This design comes from an exercise in tuning for small area and few clock cycles per item on the open sky130 flow, not from production work.
Function was checked by simulation only, so behaviour that the tests miss may differ from the original.

Setup of run 1:
// letterbox_scaler_address_generator
module letterbox_scaler_address_generator (
  input  logic        clk_i,
  input  logic        rst_ni,
  input  logic        psel,
  input  logic        penable,
  input  logic        pwrite,
  input  logic [4:0]  paddr,
  input  logic [31:0] pwdata,
  output logic [31:0] prdata,
  output logic        pready,
  input  logic        in_valid_i,
  output logic        in_ready_o,
  input  logic [8:0]  screen_x_i,
  input  logic [8:0]  screen_y_i,
  output logic        out_valid_o,
  input  logic        out_ready_i,
  output logic        coord_ok_o,
  output logic        shows_image_o,
  output logic [17:0] frame_index_o,
  output logic [11:0] source_x_o,
  output logic [11:0] source_y_o,
  output logic [25:0] source_byte_address_o
);
Size: about 2900 cells after synthesis, ~300 flip-flops, ~30000 sq um of cells after synthesis.
export LEC_CHECK = 0
export CAP_MARGIN = 20
export CORE_MARGIN = 2
export CORE_UTILIZATION = 40
export SLEW_MARGIN = 20
create_clock -name core_clock -period 7.0 [get_ports {clk_i}]
run.sh (not shown) runs the stock make flow with config.mk's settings and CLKGATE_MAP_FILE= SYNTH_SCRIPT=/design/flow/synth_recipe.tcl, a recipe that flattens the netlist after the stock synthesis.
Testbench counts of run 1, summed over its fixed seeds: cycles 14,016, items 12,800.
> inputs changed (run 1 -> run 2)
- CTS_BUF_LIST: unset -> sky130_fd_sc_hd__clkbuf_4
==> notes.md <==
Looking at worst setup slack across run 1 and run 2, the one that comes out lower is run 2. | count of clock buffers in the final design | run 2 vs run 1 | 89 higher |. The run showing the smaller clock-cell share of area is run 2. Re wire length reported by the detailed router: run 1 was lower than run 2. Compared run 2 against run 1; total routing resource utilization after global routing within noise.
Inputs modified between run 2 and run 3:
- CTS_BUF_LIST: sky130_fd_sc_hd__clkbuf_4 -> unset
- GPL_TIMING_DRIVEN: unset -> 0
Results
Looking at critical path endpoint, the u_geom.r_q[3]$_DFFE_PP_ result is from run 3; the u_geom.r_q[10]$_DFFE_PP_ one comes from run 2. Post-CTS repair timing setup buffer count, run 2 and run 3, lower one = run 2. Diff run 2 -> run 3: least setup slack across all paths after layout went down by 0.036 ns, post-route fraction of the period consumed by the critical path went up by 0.51 points, global-route wire length before repair went up by about 3%. Summary of run 3 over run 2: routed wire length now sits higher, slew at the pin closest to its max-slew limit now sits higher, clock buffer and inverter area fraction after layout now sits at about the same level, number of tapcells now sits at about the same level. Diff run 2 and run 3: fmax lower in run 3.
### run 3 -> run 4
- a deleted GPL_TIMING_DRIVEN that had been 0
- an added CTS_BUF_LIST of sky130_fd_sc_hd__clkbuf_4 sky130_fd_sc_hd__clkbuf_8
Run 4 vs run 3 — final area dropped 0.73%.
Largest fanout on the critical path was lower in the run labelled run 3.
The lower required time at the endpoint of the critical path came out of run 3.
Run 4 — signed area change from the synthesized netlist to the final layout 0.83 points lower, run 3 as reference
Going from run 3 to run 4, portion of the clock cycle consumed by the worst path in the final layout shrinks by 0.54 points.

letterbox_scaler_address_generator, a different RTL version from the one above (not shown whole).
## letterbox_scaler_address_generator
module letterbox_scaler_address_generator (
  input  logic        clk_i,
  input  logic        rst_ni,
  input  logic        psel,
  input  logic        penable,
  input  logic        pwrite,
  input  logic [4:0]  paddr,
  input  logic [31:0] pwdata,
  output logic [31:0] prdata,
  output logic        pready,
  input  logic        in_valid_i,
  output logic        in_ready_o,
  input  logic [8:0]  screen_x_i,
  input  logic [8:0]  screen_y_i,
  output logic        out_valid_o,
  input  logic        out_ready_i,
  output logic        coord_ok_o,
  output logic        shows_image_o,
  output logic [17:0] frame_index_o,
  output logic [11:0] source_x_o,
  output logic [11:0] source_y_o,
  output logic [25:0] source_byte_address_o
);
Settings: LEC_CHECK=0, CAP_MARGIN=20, CORE_MARGIN=2, CORE_UTILIZATION=40, PLACE_DENSITY=0.75, SLEW_MARGIN=20; clock period 7.0 ns.
The first run produced a layout that fails on setup timing.
Testbench counts at the start, summed over its fixed seeds: cycles 13,920, items 12,800.
Then changed:
--- a/flow/config.mk
+++ b/flow/config.mk
@@ -9,4 +9,3 @@
 export CORE_MARGIN = 2
 export CORE_UTILIZATION = 40
-export PLACE_DENSITY = 0.75
 export SLEW_MARGIN = 20
Outcome:
- The new run finished but fails on setup timing
- cell area hardly moves
- worst hold slack barely changes
- utilization falls by 0.11 points
- clock-buffer cell count went up by 8

main:
Another version of the RTL of letterbox_scaler_address_generator (not shown whole).
Size in the first run: ~3400 cells after synthesis, roughly 280 flip-flops, roughly 170 I/O pins, about 32000 um2 of cells after synthesis.
Design letterbox_scaler_address_generator, start of the top module:
module letterbox_scaler_address_generator (
  input  logic        clk_i,
  input  logic        rst_ni,
  input  logic        psel,
  input  logic        penable,
  input  logic        pwrite,
  input  logic [4:0]  paddr,
  input  logic [31:0] pwdata,
  output logic [31:0] prdata,
  output logic        pready,
  input  logic        in_valid_i,
  output logic        in_ready_o,
  input  logic [8:0]  screen_x_i,
  input  logic [8:0]  screen_y_i,
  output logic        out_valid_o,
  input  logic        out_ready_i,
  output logic        coord_ok_o,
  output logic        shows_image_o,
  output logic [17:0] frame_index_o,
  output logic [11:0] source_x_o,
  output logic [11:0] source_y_o,
  output logic [25:0] source_byte_address_o
);
  logic [12:0] width, height;
  logic [2:0]  bpp;
  logic        fill, portrait, cfg_wr, busy, pick_x;
  logic [13:0] m;
  logic [16:0] scale;
  logic [14:0] wb;
  logic [8:0]  lo, dr;
  logic [23:0] g;
  lsag_regs u_regs (
    .clk_i (clk_i), .rst_ni (rst_ni),
    .psel (psel), .penable (penable), .pwrite (pwrite), .paddr (paddr), .pwdata (pwdata),
    .prdata (prdata), .pready (pready),
    .width_o (width), .height_o (height), .bpp_o (bpp), .fill_o (fill), .portrait_o (portrait),
    .wr_o (cfg_wr)
  );
  lsag_geom u_geom (
    .clk_i (clk_i), .rst_ni (rst_ni),
    .width_i (width), .height_i (height), .bpp_i (bpp), .fill_i (fill), .portrait_i (portrait),
    .start_i (cfg_wr), .busy_o (busy),
    .pick_x_o (pick_x), .m_o (m), .scale_o (scale), .wb_o (wb), .lo_o (lo), .dr_o (dr),
    .g_o (g)
  );
  lsag_pipe u_pipe (
    .clk_i (clk_i), .rst_ni (rst_ni),
    .bpp_i (bpp), .portrait_i (portrait),
    .busy_i (busy), .pick_x_i (pick_x), .m_i (m), .scale_i (scale), .wb_i (wb), .lo_i (lo),
    .dr_i (dr), .g_i (g),
    .in_valid_i (in_valid_i), .in_ready_o (in_ready_o),
    .screen_x_i (screen_x_i), .screen_y_i (screen_y_i),
    .out_valid_o (out_valid_o), .out_ready_i (out_ready_i),
  ...
clock: 7.0 ns
lec_check: 0
cap_margin: 20
core_margin: 2
core_utilization: 60
slew_margin: 20
main closes out successfully: all stages finished, all timing, DRC and antenna checks passed.
Testbench counts of main, summed over its fixed seeds: cycles 13,920, items 12,800.
Input changes introduced in the feature branch (baseline for comparison: main):
Settings: a change of CORE_UTILIZATION from 60 to 40.
[summary]
- main reports its uppermost signal routing layer after detailed routing as met5 while the feature branch reports met4.
- main tops out at a lower clock frequency than the feature branch.
- Compared the feature branch vs main, and transition at the pin with the smallest max-transition slack is down in the feature branch.
- Between the feature branch and main, it is the feature branch whose fraction of cell area in non-clock buffers is lower, by 0.39 points.
- Delta (the feature branch minus main): sum of routed wire length over all layers went down about 1.5%.

separate check: timing with driven ports:
In the flow no input, the clock included, has a driving cell. The finished layouts below were timed again as built, in two steps.
Step 1: set_driving_cell puts a clkbuf_16 on clk_i and a buf_2 on each other input, an assumption about the parent block.
Step 2 moves the port delays by t, midway between the first and last clock arrival at a register: inputs arrive t later, outputs are due t later. That takes back most of the time a late clock gives input paths.
Three values: ideal, step 1, step 2; two values: the first two.
| run | t (ns) | setup WS [ns] | slew at the worst register clock pin (ns) |
|---|---|---|---|
| run 1 | 0.619 | 0.356 / 0.356 / 0.084 | 0.07 / 0.07 |
| run 2 | 0.884 | 0.304 / 0.304 / 0.079 | 0.08 / 0.08 |
| run 3 | 0.623 | 0.268 / 0.268 / -0.281 | 0.07 / 0.07 |
| run 4 | 0.720 | 0.306 / 0.306 / 0.046 | 0.07 / 0.07 |
| the first run of note 2 | 0.620 | -0.249 / -0.307 / 0.140 | 0.08 / 0.08 |
| the second run of note 2 | 0.629 | -0.130 / -0.189 / 0.096 | 0.06 / 0.06 |
| main | 0.635 | 0.226 / 0.226 / 0.226 | 0.06 / 0.06 |
| the feature branch | 0.610 | 0.281 / 0.281 / 0.219 | 0.06 / 0.06 |
Met with ideal ports but missed after step 2: setup timing in run 3. For run 3, which loses most, drivers alone change the setup slack by 0.000 ns; drivers and shift together by -0.549 ns.
